From an optimization exercise on the open Yosys and OpenROAD flow, aimed at small area; shortcuts taken in it are not production practice. Where RTL was checked, it was by simulation tests only, not by an equivalence proof against the original. Power and IR drop assume default switching activity.

==> module pcs_rx_top, before the edit <==
module pcs_rx_top (
	input wire logic                    clk,
	input wire logic                    rst_i,
	input wire logic                    blk_v_i,
	input wire logic [2-1:0]  head_i,
	input wire logic [64-1:0]  data_i,
	input wire logic                    hold_i,  
	output logic                        ovf_o,   
	output logic                        blk_v_o,
	output logic                        ctrl_v_o,
	output logic                        idle_v_o,
	output logic [((0) ? 1 : 2)-1:0] start_v_o,
	output logic                        term_v_o,
	output logic                        err_v_o,
	output logic                        ord_v_o,
	output logic [64-1:0]      data_o,
	output logic [(64 / 8)-1:0]      keep_o
);
localparam int DW    = 64;
localparam int HW    = 2;
localparam int BW    = HW + DW;
localparam int DEPTH = 8;
localparam int HIST_W = 58;
localparam int TAP_N  = 39;
logic [HIST_W-1:0]    hist_q;
logic [HIST_W+DW-1:0] stream;
logic [DW-1:0]        descr;
assign stream = {data_i, hist_q};
always_comb begin
	for (int i = 0; i < DW; i++) begin
		descr[i] = stream[HIST_W + i] ^ stream[HIST_W - TAP_N + i] ^ stream[i];
	end
end
hold_reg #(.W(HIST_W)) hist_reg (
	.clk(clk), .ld(blk_v_i & ~rst_i), .keep(~blk_v_i & ~rst_i),
	.d(data_i[DW-1:DW-HIST_W]), .q(hist_q)
);
logic [BW-1:0]    mem [DEPTH];  
logic [DEPTH-1:0] occ_q;        
logic             pend_q;       
logic             drop_q;       
logic             rd_v_q;
logic [BW-1:0]    rd_blk_q;
logic             rd_en;
logic             full_nx;      
logic             shift;
logic             wr;
logic [DEPTH-1:0] sel;          
logic [BW-1:0]    rd_mux;
assign rd_en   = (occ_q[1] | (occ_q[0] & ~pend_q)) & ~hold_i;
assign full_nx = occ_q[DEPTH-1] & ~rd_en;
assign shift   = blk_v_i & ~full_nx;
assign wr      = shift & ~rst_i;
logic [BW-1:0] mem_d [DEPTH];
assign mem_d[0] = {head_i, descr};
for (genvar j = 0; j < DEPTH; j++) begin : g_mem
	if (j > 0) begin : g_sh
		assign mem_d[j] = mem[j-1];
	end
	hold_reg #(.W(BW)) entry (
		.clk(clk), .ld(shift), .keep(~shift), .d(mem_d[j]), .q(mem[j])
	);
end
always_ff @(posedge clk) begin
	if (rst_i) begin
		occ_q  <= '0;
		pend_q <= 1'b0;
		drop_q <= 1'b0;
		ovf_o  <= 1'b0;
		rd_v_q <= 1'b0;
	end else begin
		case ({wr, rd_en})
			2'b10:   occ_q <= {occ_q[DEPTH-2:0], 1'b1};
			2'b01:   occ_q <= {1'b0, occ_q[DEPTH-1:1]};
			default: occ_q <= occ_q;
		endcase
		pend_q <= wr;
		drop_q <= blk_v_i & full_nx;
		ovf_o  <= drop_q;
		rd_v_q <= rd_en;
	end
end
always_comb begin
	for (int j = 0; j < DEPTH; j++) begin
		sel[j] = occ_q[j] & ~((j < DEPTH-1) ? occ_q[(j+1) % DEPTH] : 1'b0);
	end
end
for (genvar b = 0; b < BW; b++) begin : g_rd
	logic [1:0] y;
	aoi222 g0 (.a0(mem[0][b]), .s0(sel[0]), .a1(mem[1][b]), .s1(sel[1]),
	           .a2(mem[2][b]), .s2(sel[2]), .y(y[0]));
	aoi222 g1 (.a0(mem[3][b]), .s0(sel[3]), .a1(mem[4][b]), .s1(sel[4]),
	           .a2(mem[5][b]), .s2(sel[5]), .y(y[1]));
	or_aoi22 g2 (.a0(mem[6][b]), .s0(sel[6]), .a1(mem[7][b]), .s1(sel[7]),
	             .y0(y[0]), .y1(y[1]), .y(rd_mux[b]));
end
always_ff @(posedge clk) begin
	rd_blk_q <= rd_mux;
end
logic          blk_v_q;
logic [HW-1:0] head_q;
logic [DW-1:0] data_q;
logic [7:0]    bt;
logic          hd, hc;
logic          idle_t, ord_t, st0_t, st4_t, term_t, known;
always_ff @(posedge clk) begin
	if (rst_i) blk_v_q <= 1'b0;
	else       blk_v_q <= rd_v_q;
end
always_ff @(posedge clk) begin
	head_q <= rd_blk_q[BW-1 -: HW];
	data_q <= rd_blk_q[DW-1:0];
end
assign bt     = data_q[7:0];
assign hd     = head_q == 2'b01;
assign hc     = head_q == 2'b10;
assign idle_t = bt == 8'h1e;
assign ord_t  = bt == 8'h4b;
assign st0_t  = bt == 8'h78;
assign st4_t  = bt == 8'h33;
assign term_t = bt == 8'h87 | bt == 8'h99 | bt == 8'haa | bt == 8'hb4 |
                bt == 8'hcc | bt == 8'hd2 | bt == 8'he1 | bt == 8'hff;
assign known  = idle_t | ord_t | st0_t | st4_t | term_t;
assign ctrl_v_o     = blk_v_q & ~hd;
assign idle_v_o     = blk_v_q & hc & idle_t;
assign ord_v_o      = blk_v_q & hc & ord_t;
assign start_v_o[0] = blk_v_q & hc & st0_t;
assign start_v_o[1] = blk_v_q & hc & st4_t;
assign term_v_o     = blk_v_q & hc & term_t;
assign err_v_o      = blk_v_q & ~hd & ~(hc & known);
assign blk_v_o      = blk_v_q;
assign data_o       = data_q;
assign keep_o[0] = bt[6] | bt[5] | bt[4];
assign keep_o[1] = bt[6] | bt[5];
assign keep_o[2] = bt[6] | (bt[5] & bt[4]);
assign keep_o[3] = bt[6];
assign keep_o[4] = bt[6] & (bt[5] | bt[4]);
assign keep_o[5] = bt[6] & bt[5];
assign keep_o[6] = bt[6] & bt[5] & bt[4];
assign keep_o[7] = 1'b0;
endmodule
clock: 4.0 ns
lec_check: 0
cap_margin: 20
core_margin: 2
core_utilization: 60
slew_margin: 20
synth_hierarchical: 1
synth_minimum_keep_size: 0
standard.sh (not shown) runs the stock make flow with config.mk's settings and CLKGATE_MAP_FILE= SYNTH_SCRIPT=/design/flow/synth_recipe.tcl, a recipe that flattens the netlist after the stock synthesis.
==> flow/flow/run.sh <==
#!/bin/bash
# The standard layout (the standard.sh, standard synthesis included), with
# two changes: ports are buffered with the smallest buffer, and the clock tree
# uses small buffers in clusters of ten sinks and no dummy loads. ORFS writes
# each step's full log under orfs/logs; the make output goes to flow.log here.
set -euo pipefail
export BUFFER_PORTS_ARGS="-buffer_cell sky130_fd_sc_hd__buf_1"
export CTS_ARGS="-sink_clustering_enable -repair_clock_nets -dont_use_dummy_load -buf_list sky130_fd_sc_hd__clkbuf_4 -sink_clustering_size 10 -sink_clustering_max_diameter 60"
bash standard.sh > flow.log 2>&1
The first run ran to the end with no violations.
Rerun with:
--- a/flow/design.v
+++ b/flow/design.v
@@ -11,10 +11,19 @@
 	output logic      [W-1:0] q
 );
 always_ff @(posedge clk) begin
 	q <= (d & {W{ld}}) | (q & {W{keep}});
 end
+endmodule
+module ld_keep (
+	input  wire logic v,
+	input  wire logic stop,
+	output logic      ld,
+	output logic      keep
+);
+assign ld   = v & ~stop;
+assign keep = ~v | stop;
 endmodule
 module aoi222 (
 	input  wire logic a0, s0, a1, s1, a2, s2,
 	output logic      y
 );
@@ -85,12 +94,14 @@
 assign mem_d[0] = {head_i, descr};
 for (genvar j = 0; j < DEPTH; j++) begin : g_mem
 	if (j > 0) begin : g_sh
 		assign mem_d[j] = mem[j-1];
 	end
+	logic ld, keep;
+	ld_keep ctl (.v(blk_v_i), .stop(full_nx), .ld(ld), .keep(keep));
 	hold_reg #(.W(BW)) entry (
-		.clk(clk), .ld(shift), .keep(~shift), .d(mem_d[j]), .q(mem[j])
+		.clk(clk), .ld(ld), .keep(keep), .d(mem_d[j]), .q(mem[j])
 	);
 end
 always_ff @(posedge clk) begin
 	if (rst_i) begin
 		occ_q  <= '0;
Result: The changed run ran to the end with no violations. Cell area climbs by 1.3%. Worst hold slack got worse by 0.0059 ns. Fmax went up by 1.3%. Cell count rises by 1.0%. Sequential share of layout area fell by 0.72 points. Wire length climbs by 20%. Total power came out higher by 1.3%. Synthesized cell count went up by 0.82%. Clock skew came out lower by 0.030 ns.
Only the layout flow was run in the second run of this note; the RTL was not checked for function there.

separate check: timing with driven ports:
How much do the figures lean on ideal ports? The routed layouts below were timed once more, with nothing changed but the port constraints. Step 1: set_driving_cell puts a clkbuf_16 on clk and a buf_2 on each other input, an assumption about the parent block. Step 2 adds t to the input delays and takes it off the output delays; t is the mean of the earliest and latest rising clock arrival at the registers after step 1. Input paths then give back, and output paths get back, about the clock's delay inside the block. Three values: ideal ports, drivers, drivers and shift; two values: the first two.
| run | shift t [ns] | setup slack, ns | hold WS [ns] | worst register clock-pin slew, ns | pins driven straight from the clock port |
|---|---|---|---|---|---|
| the first run | 0.835 | 0.718 / 0.664 / 1.373 | 0.225 / 0.195 / 0.327 | 0.11 / 0.11 | 1 |
| the second run | 0.841 | 0.759 / 0.705 / 1.005 | 0.219 / 0.189 / 0.287 | 0.12 / 0.12 | 1 |
After both steps every run listed still meets setup and hold.
